From an optimization exercise on the open Yosys and OpenROAD flow, aimed at small area, a short achievable clock period and few clock cycles per item; shortcuts taken in it are not production practice.
Function was checked by simulation only, so behaviour that the tests miss may differ from the original.

Setup of the reference run:
==> flow/design.v <==
`timescale 1ns / 1ps
package fgdc_pkg;
	localparam logic [31:0] POLY32 = 32'h82F6_3B78;
	localparam logic [31:0] POLY16 = 32'h0000_A001;
	localparam logic [15:0] CRC16_INIT = 16'hFFFF;
	localparam logic [1:0] MODE_NONE   = 2'd0;
	localparam logic [1:0] MODE_META   = 2'd1;
	localparam logic [1:0] MODE_LEGACY = 2'd2;
	localparam int REG_INDEX_W = 3;
	localparam logic [REG_INDEX_W-1:0] REG_MODE      = 3'd0;
	localparam logic [REG_INDEX_W-1:0] REG_SEED      = 3'd1;
	localparam logic [REG_INDEX_W-1:0] REG_VID_LOW   = 3'd2;
	localparam logic [REG_INDEX_W-1:0] REG_VID_HIGH  = 3'd3;
	localparam logic [REG_INDEX_W-1:0] REG_DESC_SIZE = 3'd4;
	localparam logic [REG_INDEX_W-1:0] REG_WIDE      = 3'd5;
	function automatic logic [31:0] step8(input logic [31:0] c, input logic [31:0] poly);
		logic [31:0] r;
		r = c;
		for (int k = 0; k < 8; k++) begin
			r = r[0] ? ((r >> 1) ^ poly) : (r >> 1);
		end
		step8 = r;
	endfunction
	function automatic logic [15:0] crc16_byte(input logic [15:0] c, input logic [7:0] b);
		logic [15:0] r;
		r = c ^ {8'h0, b};
		for (int k = 0; k < 8; k++) begin
			r = r[0] ? ((r >> 1) ^ 16'hA001) : (r >> 1);
		end
		crc16_byte = r;
	endfunction
	function automatic logic [15:0] uuid_crc_zero();
		logic [15:0] c;
		c = CRC16_INIT;
		for (int i = 0; i < 16; i++) begin
			c = crc16_byte(c, 8'h00);
		end
		uuid_crc_zero = c;
	endfunction
	localparam logic [15:0] UUID_CRC_RESET = uuid_crc_zero();
endpackage
`timescale 1ns / 1ps
`timescale 1ns / 1ps
module fs_group_descriptor_checksum_core #(
	parameter logic [6:0] MAX_DESC_BYTES = 7'd64
) (
	input  logic                               clk,
	input  logic                               arst_n,
	input  logic                               cfg_valid,
	output logic                               cfg_ready,
	input  logic [fgdc_pkg::REG_INDEX_W-1:0]   cfg_index,
	input  logic [63:0]                        cfg_data,
	input  logic                               in_valid,
	output logic                               in_ready,
	input  logic [31:0]                        group_number,
	input  logic [7:0]                         data_byte,
	input  logic                               first_byte,
	input  logic                               last_byte,
	output logic                               out_valid,
	input  logic                               out_ready,
	output logic [15:0]                        checksum,
	output logic                               checksum_valid
);
	logic        meta_q;       
	logic        leg_q;        
	logic [31:0] seed_q;
	logic        sok_q;        
	logic [15:0] vla_q;        
	logic [15:0] vhb_q;        
	logic        uok_q;        
	logic        span64_q;     
	logic [4:0]  span_lo_q;    
	logic        wide_q;
	logic [31:0] crc_q;
	logic [7:0]  ib_q;         
	logic        hv_q;         
	logic        hl_q;         
	logic        hs_q;         
	logic [6:0]  pos_q;        
	logic        op_pre_q;     
	logic [1:0]  pcnt_q;       
	logic        op_clr_q;     
	logic        op_dat_q;     
	logic        op_cz_q;      
	logic        ej_q;         
	logic        vlow_q;       
	logic        in_rdy_q;
	logic        cfg_rdy_q;
	logic        ov_q;
	logic [15:0] cs_q;
	logic        cv_q;
	logic        in_acc, first_acc, cfg_acc, det, det_vid, busy, proc_h, produce, fold_h;
	logic        e_meta, e_leg, e_hold;
	logic [31:0] x, y, r_step, kstart;
	logic [15:0] ucrc;
	logic [7:0]  cfg_byte;
	logic [6:0]  npos;
	logic        n_field, n_step;
	logic        op_pre_n, op_clr_n, op_dat_n, op_cz_n, cop_q, cop_n, hv_n, hl_n, ov_n;
	assign in_acc    = in_valid && in_rdy_q;
	assign first_acc = in_acc && first_byte;
	assign cfg_acc   = cfg_valid && cfg_rdy_q;
	assign cop_q     = op_clr_q || op_dat_q || op_cz_q;
	assign busy      = op_pre_q || cop_q;
	assign det       = cfg_valid && !cfg_rdy_q && !cop_q;
	assign det_vid   = det && (cfg_index == fgdc_pkg::REG_VID_LOW ||
		cfg_index == fgdc_pkg::REG_VID_HIGH);
	assign proc_h    = hv_q && !busy && !(hl_q && ov_q);
	assign produce   = proc_h && hl_q;
	assign fold_h    = proc_h && hs_q;
	assign npos    = pos_q[6] ? pos_q : pos_q + 7'd1;
	assign n_field = (npos[6:1] == 6'b001111);
	assign n_step  = !npos[6] && (!npos[5] || span64_q || (npos[4:0] < span_lo_q)) &&
		!(leg_q && (n_field || (npos[5] && !wide_q)));
	assign cfg_byte = cfg_data[{pos_q[2:0], 3'b000} +: 8];
	assign e_meta = meta_q && (op_pre_q || fold_h);
	assign e_leg  = (leg_q && (op_pre_q || fold_h)) || op_dat_q || op_cz_q;
	assign e_hold = !(busy || fold_h);
	assign x = crc_q ^ {24'h0, ej_q ? ib_q : 8'h00};
	assign y = (e_meta ? fgdc_pkg::step8(x, fgdc_pkg::POLY32) : 32'h0) |
		(e_leg ? fgdc_pkg::step8(x, fgdc_pkg::POLY16) : 32'h0);
	assign r_step = y | (e_hold ? crc_q : 32'h0);
	assign ucrc   = fgdc_pkg::UUID_CRC_RESET ^ (uok_q ? (vla_q ^ vhb_q) : 16'h0);
	assign kstart = ((meta_q && sok_q) ? seed_q : 32'h0) | (meta_q ? 32'h0 : {16'h0, ucrc});
	assign op_pre_n = first_acc || (op_pre_q && pcnt_q != 2'd0);
	assign op_clr_n = det_vid;
	assign op_dat_n = cop_q && pos_q <= 7'd7;
	assign op_cz_n  = cop_q && vlow_q && pos_q >= 7'd8 && pos_q <= 7'd15;
	assign cop_n    = op_clr_n || op_dat_n || op_cz_n;
	assign hv_n = in_acc || (hv_q && !proc_h);
	assign hl_n = in_acc ? last_byte : hl_q;
	assign ov_n = produce || (ov_q && !out_ready);
	always_ff @(posedge clk or negedge arst_n) begin
		if (!arst_n) begin
			meta_q    <= 1'b0;
			leg_q     <= 1'b0;
			sok_q     <= 1'b0;
			uok_q     <= 1'b0;
			span64_q  <= 1'b0;
			span_lo_q <= '0;
			wide_q    <= 1'b0;
		end else begin
			if (cfg_acc) begin
				case (cfg_index)
					fgdc_pkg::REG_MODE: begin
						meta_q <= (cfg_data[1:0] == fgdc_pkg::MODE_META);
						leg_q  <= (cfg_data[1:0] == fgdc_pkg::MODE_LEGACY);
					end
					fgdc_pkg::REG_SEED: sok_q <= 1'b1;
					fgdc_pkg::REG_DESC_SIZE: begin
						span64_q  <= cfg_data[6];
						span_lo_q <= (cfg_data[6] || !cfg_data[5]) ? 5'd0 : cfg_data[4:0];
					end
					fgdc_pkg::REG_WIDE: wide_q <= cfg_data[0];
					default: ;
				endcase
			end
			if (op_clr_q) begin
				uok_q <= 1'b1;
			end
		end
	end
	always_ff @(posedge clk) begin
		if (cfg_acc && cfg_index == fgdc_pkg::REG_SEED) begin
			seed_q <= cfg_data[31:0];
		end
		if ((op_dat_q && pos_q == 7'd8 && !vlow_q) || (op_clr_q && !uok_q && vlow_q)) begin
			vhb_q <= y[15:0];
		end
		if ((op_cz_q && pos_q == 7'd16) || (op_clr_q && !uok_q && !vlow_q)) begin
			vla_q <= y[15:0];
		end
	end
	always_ff @(posedge clk or negedge arst_n) begin
		if (!arst_n) begin
			hv_q      <= 1'b0;
			op_pre_q  <= 1'b0;
			op_clr_q  <= 1'b0;
			op_dat_q  <= 1'b0;
			op_cz_q   <= 1'b0;
			ov_q      <= 1'b0;
		end else begin
			hv_q      <= hv_n;
			op_pre_q  <= op_pre_n;
			op_clr_q  <= op_clr_n;
			op_dat_q  <= op_dat_n;
			op_cz_q   <= op_cz_n;
			ov_q      <= ov_n;
		end
	end
	always_ff @(posedge clk) begin
		in_rdy_q  <= !(op_pre_n || cop_n) && !(hv_n && hl_n && ov_n);
		cfg_rdy_q <= (det && !det_vid) || (op_dat_q && pos_q == 7'd7);
		cv_q      <= meta_q || leg_q;
	end
	always_ff @(posedge clk) begin
		crc_q <= first_acc ? (kstart ^ group_number) : r_step;
		ej_q  <= !(op_pre_n || op_cz_n);
		if (first_acc) begin
			pcnt_q <= 2'd3;
		end else if (op_pre_q) begin
			pcnt_q <= pcnt_q - 2'd1;
		end
		if (in_acc) begin
			ib_q  <= (!first_byte && n_field) ? 8'h00 : data_byte;
			hl_q  <= last_byte;
			hs_q  <= first_byte || n_step;
			pos_q <= first_byte ? 7'd0 : npos;
		end else begin
			if (cop_q && pos_q <= 7'd7) begin
				ib_q <= cfg_byte;
			end
			if (det_vid) begin
				pos_q <= 7'd0;
			end else if (cop_q) begin
				pos_q <= npos;
			end
		end
		if (det_vid) begin
			vlow_q <= (cfg_index == fgdc_pkg::REG_VID_LOW);
		end
		if (produce) begin
			cs_q <= r_step[15:0];
		end
	end
	assign in_ready       = in_rdy_q;
	assign cfg_ready      = cfg_rdy_q;
	assign out_valid      = ov_q;
	assign checksum       = cs_q;
	assign checksum_valid = cv_q;
endmodule
export LEC_CHECK = 0
export CAP_MARGIN = 0
export CORE_MARGIN = 2
export CORE_UTILIZATION = 60
export SLEW_MARGIN = 0
create_clock -name core_clock -period 10.0 [get_ports {clk}]
standard.sh (not shown) runs the stock make flow with config.mk's settings and CLKGATE_MAP_FILE= SYNTH_SCRIPT=/design/flow/synth_recipe.tcl, a recipe that flattens the netlist after the stock synthesis.
==> flow/flow/run.sh <==
#!/bin/bash
# Standard layout, with plain buffers on the ports and timing repair aiming for a larger
# setup slack than the clock needs.
set -euo pipefail
bash standard.sh "BUFFER_PORTS_ARGS=-buffer_cell sky130_fd_sc_hd__buf_1" SETUP_SLACK_MARGIN=7 finish > standard_flow.log 2>&1
Testbench counts of the reference run, summed over its fixed seeds: cycles 41,912, items 37,992.
## Diff of input files: the trial run against the reference run
diff --git a/flow/design.v b/flow/design.v
--- a/flow/design.v
+++ b/flow/design.v
@@ -88,5 +88,4 @@
 	logic        cfg_rdy_q;
 	logic        ov_q;
-	logic [15:0] cs_q;
 	logic        cv_q;
 	logic        in_acc, first_acc, cfg_acc, det, det_vid, busy, proc_h, produce, fold_h;
@@ -106,5 +105,5 @@
 	assign det_vid   = det && (cfg_index == fgdc_pkg::REG_VID_LOW ||
 		cfg_index == fgdc_pkg::REG_VID_HIGH);
-	assign proc_h    = hv_q && !busy && !(hl_q && ov_q);
+	assign proc_h    = hv_q && !busy;
 	assign produce   = proc_h && hl_q;
 	assign fold_h    = proc_h && hs_q;
@@ -190,5 +189,5 @@
 	end
 	always_ff @(posedge clk) begin
-		in_rdy_q  <= !(op_pre_n || cop_n) && !(hv_n && hl_n && ov_n);
+		in_rdy_q  <= !(op_pre_n || cop_n) && !(hv_n && hl_n) && !ov_n;
 		cfg_rdy_q <= (det && !det_vid) || (op_dat_q && pos_q == 7'd7);
 		cv_q      <= meta_q || leg_q;
@@ -220,12 +219,9 @@
 			vlow_q <= (cfg_index == fgdc_pkg::REG_VID_LOW);
 		end
-		if (produce) begin
-			cs_q <= r_step[15:0];
-		end
 	end
 	assign in_ready       = in_rdy_q;
 	assign cfg_ready      = cfg_rdy_q;
 	assign out_valid      = ov_q;
-	assign checksum       = cs_q;
+	assign checksum       = crc_q[15:0];
 	assign checksum_valid = cv_q;
 endmodule
### Flow results
XOR/XNOR share of the synthesized area across the reference run and the trial run: no real change.
The reference run -> the trial run: standard-cell row count decreased by a few percent
The trial run vs. the reference run: weighted congestion at the end of routability-driven global placement went down by about 2.5%; worst setup slack before clock tree synthesis went up by 240 ps; number of fillers in the final layout went down by 60.
Max final design area excluding fillers across the reference run and the trial run: the reference run
The trial run vs. the reference run: synthesized netlist net count lost 29, slew at the pin with the worst max-slew slack picked up an extra 60 ps, number of unique standard cell types used by synthesis lost 2.
Diff the reference run and the trial run: instance area at placement higher in the reference run
Comparing the two runs side by side, the trial run comes out ahead of the reference run on die area.
checksum[5] as the last element of the critical path was reported by the trial run, and checksum[6] by the reference run.
Of the reference run and the trial run, the run reporting the lower effective utilization at floorplan was the reference run.
Testbench counts of the trial run, summed over its fixed seeds: cycles 43,384, items 37,992.

[static timing again, ports no longer ideal]
The results above use ideal ports. As a check the final layouts listed here were re-extracted and re-timed, cells and wires unchanged.
Step 1: set_driving_cell puts a clkbuf_16 on clk and a buf_2 on each other input, an assumption about the parent block.
Step 2 adds t to the input delays and takes it off the output delays; t is the mean of the earliest and latest rising clock arrival at the registers after step 1. Input paths then give back, and output paths get back, about the clock's delay inside the block.
Slacks: ideal ports / drivers / drivers and shift; pairs: ideal ports / drivers.
run | t (ns) | slack for setup (ns) | worst hold slack (ns) | worst setup path at the end | latest minus earliest clock arrival (ns)
the reference run | 0.464 | 7.002 / 6.961 / 6.597 | 0.479 / 0.479 / 0.479 | input to register | 0.008 / 0.009
the trial run | 0.451 | 7.032 / 6.994 / 6.612 | 0.465 / 0.465 / 0.465 | input to register | 0.011 / 0.011
After both steps every run listed still meets setup and hold. The setup slack of the trial run, which loses most, moves by -0.038 ns with the drivers and by -0.420 ns with both steps.
